Background: an optimization exercise with open tools, aiming at small area and a short achievable clock period. Do not read the settings as production practice.
RTL that was checked went through simulation tests only; none was proved equivalent to the original.
No activity file was given, so power comes from the tool's default toggle rates.

// branch_predictor
module branch_predictor #(
    parameter int ENTRIES = 16,
    parameter int TAG_W   = 10
) (
    input  logic        clk,
    input  logic        rst_n,
    input  logic        f_valid,
    input  logic [63:0] f_pc,
    output logic        pred_taken,
    output logic [63:0] pred_target,
    input  logic        u_valid,
    input  logic        u_is_branch,
    input  logic [63:0] u_pc,
    input  logic        u_taken,
    input  logic [63:0] u_target,
    input  logic        u_pred_taken,
    input  logic [63:0] u_pred_target,
    output logic        mispredict,
    output logic [63:0] redirect_pc,
    output logic [31:0] branch_count,
    output logic [31:0] mispredict_count
);
    localparam int IDX_W = $clog2(ENTRIES);
    logic             tbl_valid  [ENTRIES];
    logic [TAG_W-1:0] tbl_tag    [ENTRIES];
    logic [63:0]      tbl_target [ENTRIES];
    logic [1:0]       tbl_ctr    [ENTRIES];
    logic [IDX_W-1:0] f_idx;
    logic [TAG_W-1:0] f_tag;
    logic [IDX_W-1:0] u_idx;
    logic [TAG_W-1:0] u_tag;
    logic             u_hit;
    logic             upd_en;
    logic             mis_cond;
    assign f_idx = f_pc[IDX_W+1:2];
    assign f_tag = f_pc[IDX_W+2 +: TAG_W];
  ...
For scale: roughly 3700 cells after synthesis, roughly 1400 flip-flops, ~460 I/O pins, ~57000 µm² of cells after synthesis.
==> flow/config.mk <==
export PLATFORM = sky130hd
export DESIGN_NAME = branch_predictor
export DESIGN_NICKNAME = branch_predictor
export VERILOG_FILES = /design/flow/design.v
export SDC_FILE = /design/flow/constraint.sdc
export NUM_CORES = 4
export LEC_CHECK = 0
export CAP_MARGIN = 20
export CORE_MARGIN = 2
export CORE_UTILIZATION = 60
export CTS_BUF_LIST = sky130_fd_sc_hd__clkbuf_8 sky130_fd_sc_hd__clkbuf_16
export CTS_CLUSTER_DIAMETER = 60
export CTS_CLUSTER_SIZE = 35
export SETUP_SLACK_MARGIN = 1.7
export SLEW_MARGIN = 20
export SYNTH_HIERARCHICAL = 1
export TNS_END_PERCENT = 35
==> flow/constraint.sdc <==
create_clock -name core_clock -period 6.5 [get_ports {clk}]
set_input_delay 1.3000 -clock core_clock [delete_from_list [all_inputs] [get_ports {clk}]]
set_output_delay 1.3000 -clock core_clock [all_outputs]
set_load 0.01 [all_outputs]
standard.sh (not shown) runs the stock make flow with config.mk's settings and CLKGATE_MAP_FILE= SYNTH_SCRIPT=/design/flow/synth_recipe.tcl, a recipe that flattens the netlist after the stock synthesis.
==> flow/flow/run.sh <==
#!/bin/bash
# Standard ORFS layout with smaller port buffers (buf_1) and a clock tree without dummy loads.
export BUFFER_PORTS_ARGS="-buffer_cell sky130_fd_sc_hd__buf_1"
export CTS_ARGS="-sink_clustering_enable -repair_clock_nets -dont_use_dummy_load -sink_clustering_size 35 -sink_clustering_max_diameter 60 -buf_list {sky130_fd_sc_hd__clkbuf_8 sky130_fd_sc_hd__clkbuf_16}"
bash standard.sh > standard.log 2>&1
The starting point ran to the end with no violations.
Then changed:
==> flow/flow/run.sh (replaced) <==
#!/bin/bash
# Standard ORFS layout with smaller port buffers (buf_1) and a clock tree without dummy loads.
export BUFFER_PORTS_ARGS="-buffer_cell sky130_fd_sc_hd__buf_1"
export CTS_ARGS="-sink_clustering_enable -repair_clock_nets -dont_use_dummy_load -sink_clustering_size 30 -sink_clustering_max_diameter 60 -buf_list {sky130_fd_sc_hd__clkbuf_8 sky130_fd_sc_hd__clkbuf_16}"
bash standard.sh > standard.log 2>&1
--- a/flow/config.mk
+++ b/flow/config.mk
@@ -10 +10 @@
-export CORE_UTILIZATION = 60
+export CORE_UTILIZATION = 66
@@ -13 +13 @@
-export CTS_CLUSTER_SIZE = 35
+export CTS_CLUSTER_SIZE = 30
@@ -17 +16,0 @@
-export TNS_END_PERCENT = 35
After rerunning:
- core utilization went up by 7.8 points
- setup slack loses 96 ps
- via count went up by about 2%
- routed wire length went up by 1.7%
Then changed:
==> flow/flow/run.sh (replaced) <==
#!/bin/bash
# Standard ORFS layout; port buffers use buf_2 instead of the default delay-cell buffer.
export BUFFER_PORTS_ARGS="-buffer_cell sky130_fd_sc_hd__buf_2"
bash standard.sh > standard.log 2>&1
--- a/flow/config.mk
+++ b/flow/config.mk
@@ -10,5 +10,2 @@
-export CORE_UTILIZATION = 66
-export CTS_BUF_LIST = sky130_fd_sc_hd__clkbuf_8 sky130_fd_sc_hd__clkbuf_16
-export CTS_CLUSTER_DIAMETER = 60
-export CTS_CLUSTER_SIZE = 30
-export SETUP_SLACK_MARGIN = 1.7
+export CORE_UTILIZATION = 40
+export SETUP_SLACK_MARGIN = 2.5
Result:
- The new run produced a clean layout
- core utilization fell by 28 points
- wire length rose by 8.5%
- flip-flop and latch count does not change
- hold slack hardly moves
- critical path depth rose by 1
- worst setup slack gets worse by 8.8 ps
- synthesized cell count stays the same
Then changed:
==> flow/flow/run.sh (replaced) <==
#!/bin/bash
# Standard ORFS layout with smaller port buffers (buf_1) and a clock tree without dummy loads.
export BUFFER_PORTS_ARGS="-buffer_cell sky130_fd_sc_hd__buf_1"
export CTS_ARGS="-sink_clustering_enable -repair_clock_nets -dont_use_dummy_load -sink_clustering_size 30 -sink_clustering_max_diameter 60 -buf_list {sky130_fd_sc_hd__clkbuf_8 sky130_fd_sc_hd__clkbuf_16}"
bash standard.sh > standard.log 2>&1
--- a/flow/config.mk
+++ b/flow/config.mk
@@ -10,2 +10,6 @@
-export CORE_UTILIZATION = 40
-export SETUP_SLACK_MARGIN = 2.5
+export CORE_UTILIZATION = 60
+export CTS_BUF_LIST = sky130_fd_sc_hd__clkbuf_8 sky130_fd_sc_hd__clkbuf_16
+export CTS_CLUSTER_DIAMETER = 60
+export CTS_CLUSTER_SIZE = 30
+export PLACE_DENSITY = 0.7
+export SETUP_SLACK_MARGIN = 1.7
@@ -13,0 +18 @@
+export TNS_END_PERCENT = 35
Sequential share of layout area increases by 2.5 points.
Non-clock buffer count increases by 71.
Hold slack degrades by 3.2 ps.
Cell area decreases by a few percent.
Die area decreases by a quarter to a third.
Then changed:
--- a/flow/config.mk
+++ b/flow/config.mk
@@ -10 +10 @@
-export CORE_UTILIZATION = 60
+export CORE_UTILIZATION = 62
@@ -14 +13,0 @@
-export PLACE_DENSITY = 0.7
Result: Area after synthesis stays the same. Sequential power is about the same. Via count decreases slightly. Register-to-register slack is better by 220 ps. Cell area drops slightly. Fmax decreases slightly. Die area fell by a few percent.
Then changed:
--- a/flow/flow/run.sh
+++ b/flow/flow/run.sh
@@ -5 +5 @@
-bash standard.sh > standard.log 2>&1
+bash standard.sh MATCH_CELL_FOOTPRINT=0 RECOVER_POWER=50 finish > standard.log 2>&1
--- a/flow/config.mk
+++ b/flow/config.mk
@@ -10 +10 @@
-export CORE_UTILIZATION = 62
+export CORE_UTILIZATION = 60
Now the flow completed and failed the layout checks on capacitance limit, slew limit. Non-clock buffer count came out lower by 8. Worst setup slack degrades by 170 ps. Count of clock-buffer cells in the layout came out lower by 1. Global-route usage came out lower by 1.2 points. Sequential power barely changes.

== job 3944 ==
The RTL this note starts from:
==> flow/design.v <==
module branch_predictor #(
    parameter int ENTRIES = 16,
    parameter int TAG_W   = 10
) (
    input  logic        clk,
    input  logic        rst_n,
    input  logic        f_valid,
    input  logic [63:0] f_pc,
    output logic        pred_taken,
    output logic [63:0] pred_target,
    input  logic        u_valid,
    input  logic        u_is_branch,
    input  logic [63:0] u_pc,
    input  logic        u_taken,
    input  logic [63:0] u_target,
    input  logic        u_pred_taken,
    input  logic [63:0] u_pred_target,
    output logic        mispredict,
    output logic [63:0] redirect_pc,
    output logic [31:0] branch_count,
    output logic [31:0] mispredict_count
);
    localparam int IDX_W = $clog2(ENTRIES);
    logic             tbl_valid  [ENTRIES];
    logic [TAG_W-1:0] tbl_tag    [ENTRIES];
    logic [63:0]      tbl_target [ENTRIES];
    logic [1:0]       tbl_ctr    [ENTRIES];
    logic [IDX_W-1:0] f_idx;
    logic [TAG_W-1:0] f_tag;
    logic [IDX_W-1:0] u_idx;
    logic [TAG_W-1:0] u_tag;
    logic             u_hit;
    logic             upd_en;
    logic             mis_cond;
    assign f_idx = f_pc[IDX_W+1:2];
    assign f_tag = f_pc[IDX_W+2 +: TAG_W];
    assign u_idx = u_pc[IDX_W+1:2];
    assign u_tag = u_pc[IDX_W+2 +: TAG_W];
    logic [ENTRIES-1:0] f_dec;
    logic [ENTRIES-1:0] f_match;
    logic [63:0]        f_tgt;
    logic [63:0]        f_inc;
    for (genvar g = 0; g < ENTRIES; g++) begin : g_fsel
        assign f_dec[g]   = (f_idx == g);
        assign f_match[g] = tbl_valid[g] && tbl_ctr[g][1] && (tbl_tag[g] == f_tag);
    end
    always_comb begin
        f_tgt = '0;
        for (int i = 0; i < ENTRIES; i++)
            f_tgt = f_tgt | ({64{f_dec[i]}} & tbl_target[i]);
        f_inc       = {f_pc[63:2] + 62'd1, f_pc[1:0]};
        pred_taken  = f_valid && |(f_dec & f_match);
        pred_target = pred_taken ? f_tgt : f_inc;
    end
    always_comb begin
        upd_en   = u_valid && u_is_branch;
        u_hit    = tbl_valid[u_idx] && (tbl_tag[u_idx] == u_tag);
        mis_cond = upd_en && ((u_taken != u_pred_taken) ||
                              (u_taken && (u_target != u_pred_target)));
    end
    always_ff @(posedge clk or negedge rst_n) begin
        if (!rst_n) begin
            for (int i = 0; i < ENTRIES; i++) begin
                tbl_valid[i] <= 1'b0;
                tbl_ctr[i]   <= 2'b01;
            end
        end else if (upd_en) begin
            if (u_hit) begin
                if (u_taken && tbl_ctr[u_idx] != 2'b11)
                    tbl_ctr[u_idx] <= tbl_ctr[u_idx] + 2'd1;
                else if (!u_taken && tbl_ctr[u_idx] != 2'b00)
                    tbl_ctr[u_idx] <= tbl_ctr[u_idx] - 2'd1;
            end else if (u_taken) begin
                tbl_valid[u_idx] <= 1'b1;
                tbl_ctr[u_idx]   <= 2'b10;
            end
        end
    end
    always_ff @(posedge clk) begin
        if (upd_en && u_taken) begin
            tbl_tag[u_idx]    <= u_tag;
            tbl_target[u_idx] <= u_target;
        end
    end
    always_ff @(posedge clk or negedge rst_n) begin
        if (!rst_n) begin
            mispredict       <= 1'b0;
            redirect_pc      <= 64'd0;
            branch_count     <= 32'd0;
            mispredict_count <= 32'd0;
        end else begin
            mispredict <= mis_cond;
            if (upd_en) begin
                redirect_pc <= u_taken ? u_target : u_pc + 64'd4;
                if (branch_count != 32'hFFFF_FFFF)
                    branch_count <= branch_count + 32'd1;
            end
            if (mis_cond && mispredict_count != 32'hFFFF_FFFF)
                mispredict_count <= mispredict_count + 32'd1;
        end
    end
endmodule
export LEC_CHECK = 0
export CAP_MARGIN = 20
export CORE_MARGIN = 2
export CORE_UTILIZATION = 60
export SETUP_SLACK_MARGIN = 2.5
export SLEW_MARGIN = 20
create_clock -name core_clock -period 6.5 [get_ports {clk}]
==> flow/flow/run.sh <==
#!/bin/bash
export BUFFER_PORTS_ARGS="-buffer_cell sky130_fd_sc_hd__buf_2"
export IO_CONSTRAINTS="$PWD/flow/io.tcl"
bash standard.sh > standard.log 2>&1
==> flow/flow/io.tcl <==
set_io_pin_constraint -pin_names {f_valid f_pc[*] pred_taken pred_target[*]} -region top:*
Relative to job 3944, the following input files were edited for job 1148:
==> flow/flow/run.sh <==
#!/bin/bash
export BUFFER_PORTS_ARGS="-buffer_cell sky130_fd_sc_hd__buf_2"
bash standard.sh > standard.log 2>&1
-- flow/config.mk --
<<< job 3944, line 9
export CORE_MARGIN = 2
export CORE_UTILIZATION = 60
export SETUP_SLACK_MARGIN = 2.5
>>> job 1148, line 9
export CORE_MARGIN = 2
export CORE_UTILIZATION = 40
export CTS_BUF_LIST = sky130_fd_sc_hd__clkbuf_8 sky130_fd_sc_hd__clkbuf_16
export CTS_CLUSTER_DIAMETER = 60
export CTS_CLUSTER_SIZE = 30
export SETUP_SLACK_MARGIN = 2.5
removed: flow/flow/io.tcl
[summary]
Clock power (job 3944 / job 1148): 1.11
Layout buffer count excluding clock buffers: job 3944 vs job 1148 identical
Looking at power consumption across job 1148 and job 3944, the one that comes out higher is job 3944.
Job 1148 vs job 3944, aggregate routed wire length went up by 6.4%.
Job 1148 finished every stage and its layout cleared the timing, DRC and antenna checks.
Job 3944 was smaller in final cell area than job 1148.
For job 6126, these inputs were changed with respect to job 1148:
-- flow/config.mk --
<<< job 1148, line 13
export CTS_CLUSTER_SIZE = 30
export SETUP_SLACK_MARGIN = 2.5
export SLEW_MARGIN = 20
>>> job 6126, line 13
export CTS_CLUSTER_SIZE = 30
export SETUP_SLACK_MARGIN = 3.0
export SLEW_MARGIN = 20
==> run summary <==
- Measured against each other, job 6126 and job 1148 differ in worst path arrival time, the higher figure coming from job 1148.
- Going from job 1148 to job 6126, the fraction of the cycle the final worst path needs was found to have gone down by 0.55 points.
- Diff job 1148 -> job 6126 | total length of routed wires | down slightly
- Number of setup buffers added after CTS, job 6126 and job 1148: higher on job 6126
- Between job 6126 and job 1148, the difference in worst hold slack is negligible.
- For job 6126 and job 1148, there was not a single run that failed to finish clean.
- Looking at post-DP HPWL, job 6126 sits 2.3% below job 1148.
No functional check of the RTL was part of any run of this note.

-- afterwards: timing with drivers on the ports --
No port has a modelled driver above. Below, the same layouts with a new extraction and two added sets of constraints.
Step 1, drivers: a clkbuf_16 drives clk and a buf_2 each remaining input, both assumed.
Step 2 adds t to the input delays and takes it off the output delays; t is the mean of the earliest and latest rising clock arrival at the registers after step 1. Input paths then give back, and output paths get back, about the clock's delay inside the block.
Slacks: ideal / step 1 / step 2; pairs: ideal / step 1.
run	shift t [ns]	setup slack, ns	clock arrival spread, ns	worst register clock-pin slew, ns	worst data-port slew with drivers (ns)
the first run of note 1	0.744	1.572 / 1.501 / 0.878	0.106 / 0.107	0.12 / 0.12	0.12
the second run of note 1	0.730	1.476 / 1.343 / 1.223	0.086 / 0.086	0.11 / 0.11	0.15
the third run of note 1	0.840	1.467 / 1.365 / 1.365	0.037 / 0.038	0.07 / 0.07	0.19
the fourth run of note 1	0.741	1.510 / 1.471 / 1.020	0.102 / 0.102	0.10 / 0.10	0.31
the fifth run of note 1	0.759	1.437 / 1.373 / 0.972	0.091 / 0.090	0.11 / 0.11	0.16
the sixth run of note 1	0.739	1.270 / 1.314 / 0.575	0.112 / 0.111	0.11 / 0.11	0.12
job 3944	0.833	1.431 / 1.366 / 1.366	0.031 / 0.031	0.07 / 0.07	0.16
job 1148	0.814	1.505 / 1.300 / 1.300	0.055 / 0.054	0.11 / 0.11	0.28
job 6126	0.816	1.541 / 1.426 / 1.426	0.062 / 0.062	0.11 / 0.11	0.22
For the sixth run of note 1, which loses most, drivers alone change the setup slack by +0.044 ns; drivers and shift together by -0.695 ns.
